This is an optimization exercise on Yosys and OpenROAD, whose aim is small area, a short achievable clock period and few clock cycles per item, not a production implementation. At most, simulation tests tie the RTL to the original design; equivalence was not proved.

## fsk_demod
module fsk_demod (
    input  logic         sys_clk,
    input  logic         rst_n,
    input  logic [15:0]  sample_in,       
    input  logic         sample_valid,
    output logic         sample_ready,
    output logic         symbol,          
    output logic         symbol_valid,
    input  logic         symbol_ready
);
For scale: ~730 cells after synthesis, about 23 I/O pins, ~0.0064 mm2 of cells after synthesis.
==> module fsk_demod, before the edit <==
module fsk_demod (
    input  logic         sys_clk,
    input  logic         rst_n,
    input  logic [15:0]  sample_in,       
    input  logic         sample_valid,
    output logic         sample_ready,
    output logic         symbol,          
    output logic         symbol_valid,
    input  logic         symbol_ready
);
    localparam int W = 24;
    logic       rdy;
    logic       take;
    logic [7:0] ph1;
    logic [7:0] s1;
    logic       l1;
    assign sample_ready = rdy;
    assign take         = sample_valid && rdy;
    always_ff @(posedge sys_clk) begin
        ph1 <= sample_in[15:8];
        s1  <= sample_in[7:0] & {8{take}};
    end
    always_ff @(posedge sys_clk or negedge rst_n) begin
        if (!rst_n) l1 <= 1'b0;
        else        l1 <= take && (sample_in[15:8] == 8'hFF);
    end
    logic [7:0]        fold;       
    logic signed [8:0] dhalf;
    logic [8:0]        se;
    logic [3:0]        neg_n, one_n, two_n;
    logic [3:0]        neg2, one2, two2;
    logic [8:0]        d2;
    logic              l2;
    assign fold = ph1[7] ? 8'd0 - ph1 : ph1;
    tone_ref_lookup u_lookup (.q(fold[6:0]), .dref(dhalf));
    always_comb begin
        se = {s1, 1'b0};
        for (int i = 0; i < 4; i++) begin
            neg_n[i] = se[2*i+2];
            one_n[i] = se[2*i+1] ^ se[2*i];
            two_n[i] = (se[2*i+2] & ~se[2*i+1] & ~se[2*i]) | (~se[2*i+2] & se[2*i+1] & se[2*i]);
        end
    end
    always_ff @(posedge sys_clk) begin
        d2   <= fold[7] ? 9'd0 : dhalf;     
        neg2 <= neg_n ^ {4{ph1[7]}};
        one2 <= one_n;
        two2 <= two_n;
    end
    logic [W-1:0] acc_s, acc_c;
    logic [W-1:0] nx_s, nx_c;
    logic         run;        
    logic         l3;         
    logic         flush;      
    fsk_mac u_mac (
        .neg (neg2),
        .one (one2),
        .two (two2),
        .d   (d2),
        .sm  (acc_s | ~{W{run}}),
        .cm  (acc_c & {W{run}}),
        .nx0 (nx_s),
        .nx1 (nx_c)
    );
    always_ff @(posedge sys_clk) begin
        acc_s <= nx_s;
        acc_c <= nx_c;
    end
    always_ff @(posedge sys_clk or negedge rst_n) begin
        if (!rst_n) begin
            l2      <= 1'b0;
            l3      <= 1'b0;
            flush   <= 1'b1;
            run     <= 1'b0;
        end else begin
            l2      <= l1;
            l3      <= l2;
            flush   <= 1'b0;
            run     <= !(l2 || flush);
        end
    end
    logic [W-1:0] total;
    logic         dec;        
    logic         l4;
    assign total = acc_s + acc_c;
    always_ff @(posedge sys_clk) begin
        dec <= !total[W-1];
    end
    always_ff @(posedge sys_clk or negedge rst_n) begin
        if (!rst_n) l4 <= 1'b0;
        else        l4 <= l3;
    end
    logic [2:0] qv;
    symbol_decider u_queue (
        .sys_clk      (sys_clk),
        .rst_n        (rst_n),
        .push         (l4),
        .push_bit     (dec),
        .qv           (qv),
        .symbol       (symbol),
        .symbol_valid (symbol_valid),
        .symbol_ready (symbol_ready)
    );
    logic [4:0] ends;
    logic       at_most_one;
    assign ends = {qv[0], l1, l2, l3, l4};
    always_comb begin
        at_most_one = 1'b1;
        for (int i = 0; i < 5; i++)
            for (int j = i + 1; j < 5; j++)
                if (ends[i] && ends[j]) at_most_one = 1'b0;
    end
    always_ff @(posedge sys_clk or negedge rst_n) begin
        if (!rst_n) rdy <= 1'b0;
        else        rdy <= !qv[1] && at_most_one;
    end
endmodule
==> flow/config.mk <==
export PLATFORM = sky130hd
export DESIGN_NAME = fsk_demod
export DESIGN_NICKNAME = fsk_demod
export VERILOG_FILES = /design/flow/design.v
export SDC_FILE = /design/flow/constraint.sdc
export NUM_CORES = 4
export LEC_CHECK = 0
export CAP_MARGIN = 20
export CORE_MARGIN = 2
export CORE_UTILIZATION = 40
export SETUP_SLACK_MARGIN = 3.5
export SLEW_MARGIN = 20
==> flow/constraint.sdc <==
create_clock -name core_clock -period 6.0 [get_ports {sys_clk}]
set_input_delay 1.2000 -clock core_clock [delete_from_list [all_inputs] [get_ports {sys_clk}]]
set_output_delay 1.2000 -clock core_clock [all_outputs]
set_load 0.01 [all_outputs]
standard.sh (not shown) runs the stock make flow with config.mk's settings and CLKGATE_MAP_FILE= SYNTH_SCRIPT=/design/flow/synth_recipe.tcl, a recipe that flattens the netlist after the stock synthesis.
==> flow/flow/run.sh <==
#!/bin/bash
# Own flow: the standard layout, with two changes.
#  1. Synthesis: the standard script, except that synth's "fine" step skips its quick abc
#     (so extract_fa sees the RTL's adders unscrambled) and the final abc uses an area
#     script with deepsyn (flow/abc_deep.script). The result is used only when it holds
#     exactly the standard synthesis's registers (names and cell types); otherwise the
#     standard synthesis is kept.
#  2. Port buffers are plain buffers (BUFFER_PORTS_ARGS) instead of the delay cells the
#     resizer picks by default.
# Every tool's output goes to a log file of its own in this folder.
set -u
W=$PWD
F=$W/flow
R=$W/orfs/results/$FLOW_PLATFORM/fsk_demod/base
PORTS='BUFFER_PORTS_ARGS=-buffer_cell sky130_fd_sc_hd__buf_4'

bash standard.sh synth > $W/log_standard_synth.txt 2>&1 || { echo "standard synth failed"; exit 1; }
cp $R/1_2_yosys.v $W/standard_1_2_yosys.v

# modified copy of ORFS's synth.tcl and of the standard flow's synthesis script
mkdir -p $W/mysynth
sed -e 's|^\(\s*synth -top $::env(DESIGN_NAME) -run fine: {\*}$synth_full_args\)|\1 -noabc|' \
    -e "s|^source \$::env(SCRIPTS_DIR)/synth_preamble.tcl|&\nset abc_args [lreplace \$abc_args 1 1 $F/abc_deep.script]|" \
    $FLOW_HOME/scripts/synth.tcl > $W/mysynth/synth.tcl
sed "s|source \$::env(SCRIPTS_DIR)/synth.tcl|source $W/mysynth/synth.tcl|" $W/synth_recipe.tcl > $W/mysynth/synth_recipe.tcl

if make -C $FLOW_HOME DESIGN_CONFIG=$W/config.mk WORK_HOME=$W/mysynth/orfs CLKGATE_MAP_FILE= \
     SYNTH_SCRIPT=$W/mysynth/synth_recipe.tcl synth > $W/log_my_synth.txt 2>&1; then
  M=$W/mysynth/orfs/results/$FLOW_PLATFORM/fsk_demod/base/1_2_yosys.v
  if python3 $F/regcmp.py $W/standard_1_2_yosys.v $M > $W/log_regcmp.txt 2>&1; then
    cp $M $R/1_2_yosys.v
    rm -f $R/1_synth.odb $R/1_synth.sdc
    echo "using the modified synthesis"
  else
    echo "registers differ: keeping the standard synthesis"
  fi
else
  echo "modified synthesis failed: keeping the standard synthesis"
fi

bash standard.sh "$PORTS" finish > $W/log_standard_finish.txt 2>&1 || { echo "layout failed"; exit 1; }
test -f $W/out/final.def
Other scripts of this flow, unchanged in this note and not shown: flow/flow/abc_deep.script, flow/flow/regcmp.py
The starting point ran to the end with no violations.
Edit:
--- a/flow/design.v
+++ b/flow/design.v
@@ -446,45 +446,47 @@
     output logic         symbol_valid,
     input  logic         symbol_ready
 );
     localparam int W = 24;
     logic       rdy;
     logic       take;
-    logic [7:0] ph1;
+    logic [7:0] phase;
+    logic [7:0] q1;           
+    logic       p7;           
     logic [7:0] s1;
     logic       l1;
     assign sample_ready = rdy;
     assign take         = sample_valid && rdy;
+    assign phase = sample_in[15:8];
     always_ff @(posedge sys_clk) begin
-        ph1 <= sample_in[15:8];
-        s1  <= sample_in[7:0] & {8{take}};
+        q1 <= phase[7] ? 8'd0 - phase : phase;
+        p7 <= phase[7];
+        s1 <= sample_in[7:0] & {8{take}};
     end
     always_ff @(posedge sys_clk or negedge rst_n) begin
         if (!rst_n) l1 <= 1'b0;
         else        l1 <= take && (sample_in[15:8] == 8'hFF);
     end
-    logic [7:0]        fold;       
     logic signed [8:0] dhalf;
     logic [8:0]        se;
     logic [3:0]        neg_n, one_n, two_n;
     logic [3:0]        neg2, one2, two2;
     logic [8:0]        d2;
     logic              l2;
-    assign fold = ph1[7] ? 8'd0 - ph1 : ph1;
-    tone_ref_lookup u_lookup (.q(fold[6:0]), .dref(dhalf));
+    tone_ref_lookup u_lookup (.q(q1[6:0]), .dref(dhalf));
     always_comb begin
         se = {s1, 1'b0};
         for (int i = 0; i < 4; i++) begin
             neg_n[i] = se[2*i+2];
             one_n[i] = se[2*i+1] ^ se[2*i];
             two_n[i] = (se[2*i+2] & ~se[2*i+1] & ~se[2*i]) | (~se[2*i+2] & se[2*i+1] & se[2*i]);
         end
     end
     always_ff @(posedge sys_clk) begin
-        d2   <= fold[7] ? 9'd0 : dhalf;     
-        neg2 <= neg_n ^ {4{ph1[7]}};
+        d2   <= q1[7] ? 9'd0 : dhalf;       
+        neg2 <= neg_n ^ {4{p7}};
         one2 <= one_n;
         two2 <= two_n;
     end
     logic [W-1:0] acc_s, acc_c;
     logic [W-1:0] nx_s, nx_c;
     logic         run;        
After rerunning:
- maximum frequency fell by 1.7%
- clock skew fell by 0.0074 ns
- area after synthesis rose by 0.47%
- flip-flop and latch count rose by 1
- via count fell by 1.0%
- critical path depth stays the same
- die area rose by 0.45%
- worst setup slack loses 0.044 ns
Testbench counts after the change, summed over its fixed seeds: cycles 65,576, items 65,536.
Only the layout flow was run in the first run of this note; the RTL was not checked for function there.

==> separate check: timing with driven ports <==
How much do the figures lean on ideal ports? The routed layouts below were timed once more, with nothing changed but the port constraints. Step 1 assumes that a clkbuf_16 drives the clock port and a buf_2 every other input. Step 2, shift: input delay + t, output delay - t, t = (earliest + latest rising clock arrival at the registers) / 2. This alone moves slack from input paths to output paths. a / b / c = ideal ports / drivers / drivers and shift; a / b = the first two.
run	shift t [ns]	setup slack, ns	worst setup path at the end
the first run	0.387	3.520 / 3.520 / 3.495	input to register
the second run	0.382	3.476 / 3.476 / 3.476	register to register
After both steps setup and hold are still met in every run listed. For the first run, which loses most, drivers alone change the setup slack by 0.000 ns; drivers and shift together by -0.025 ns.
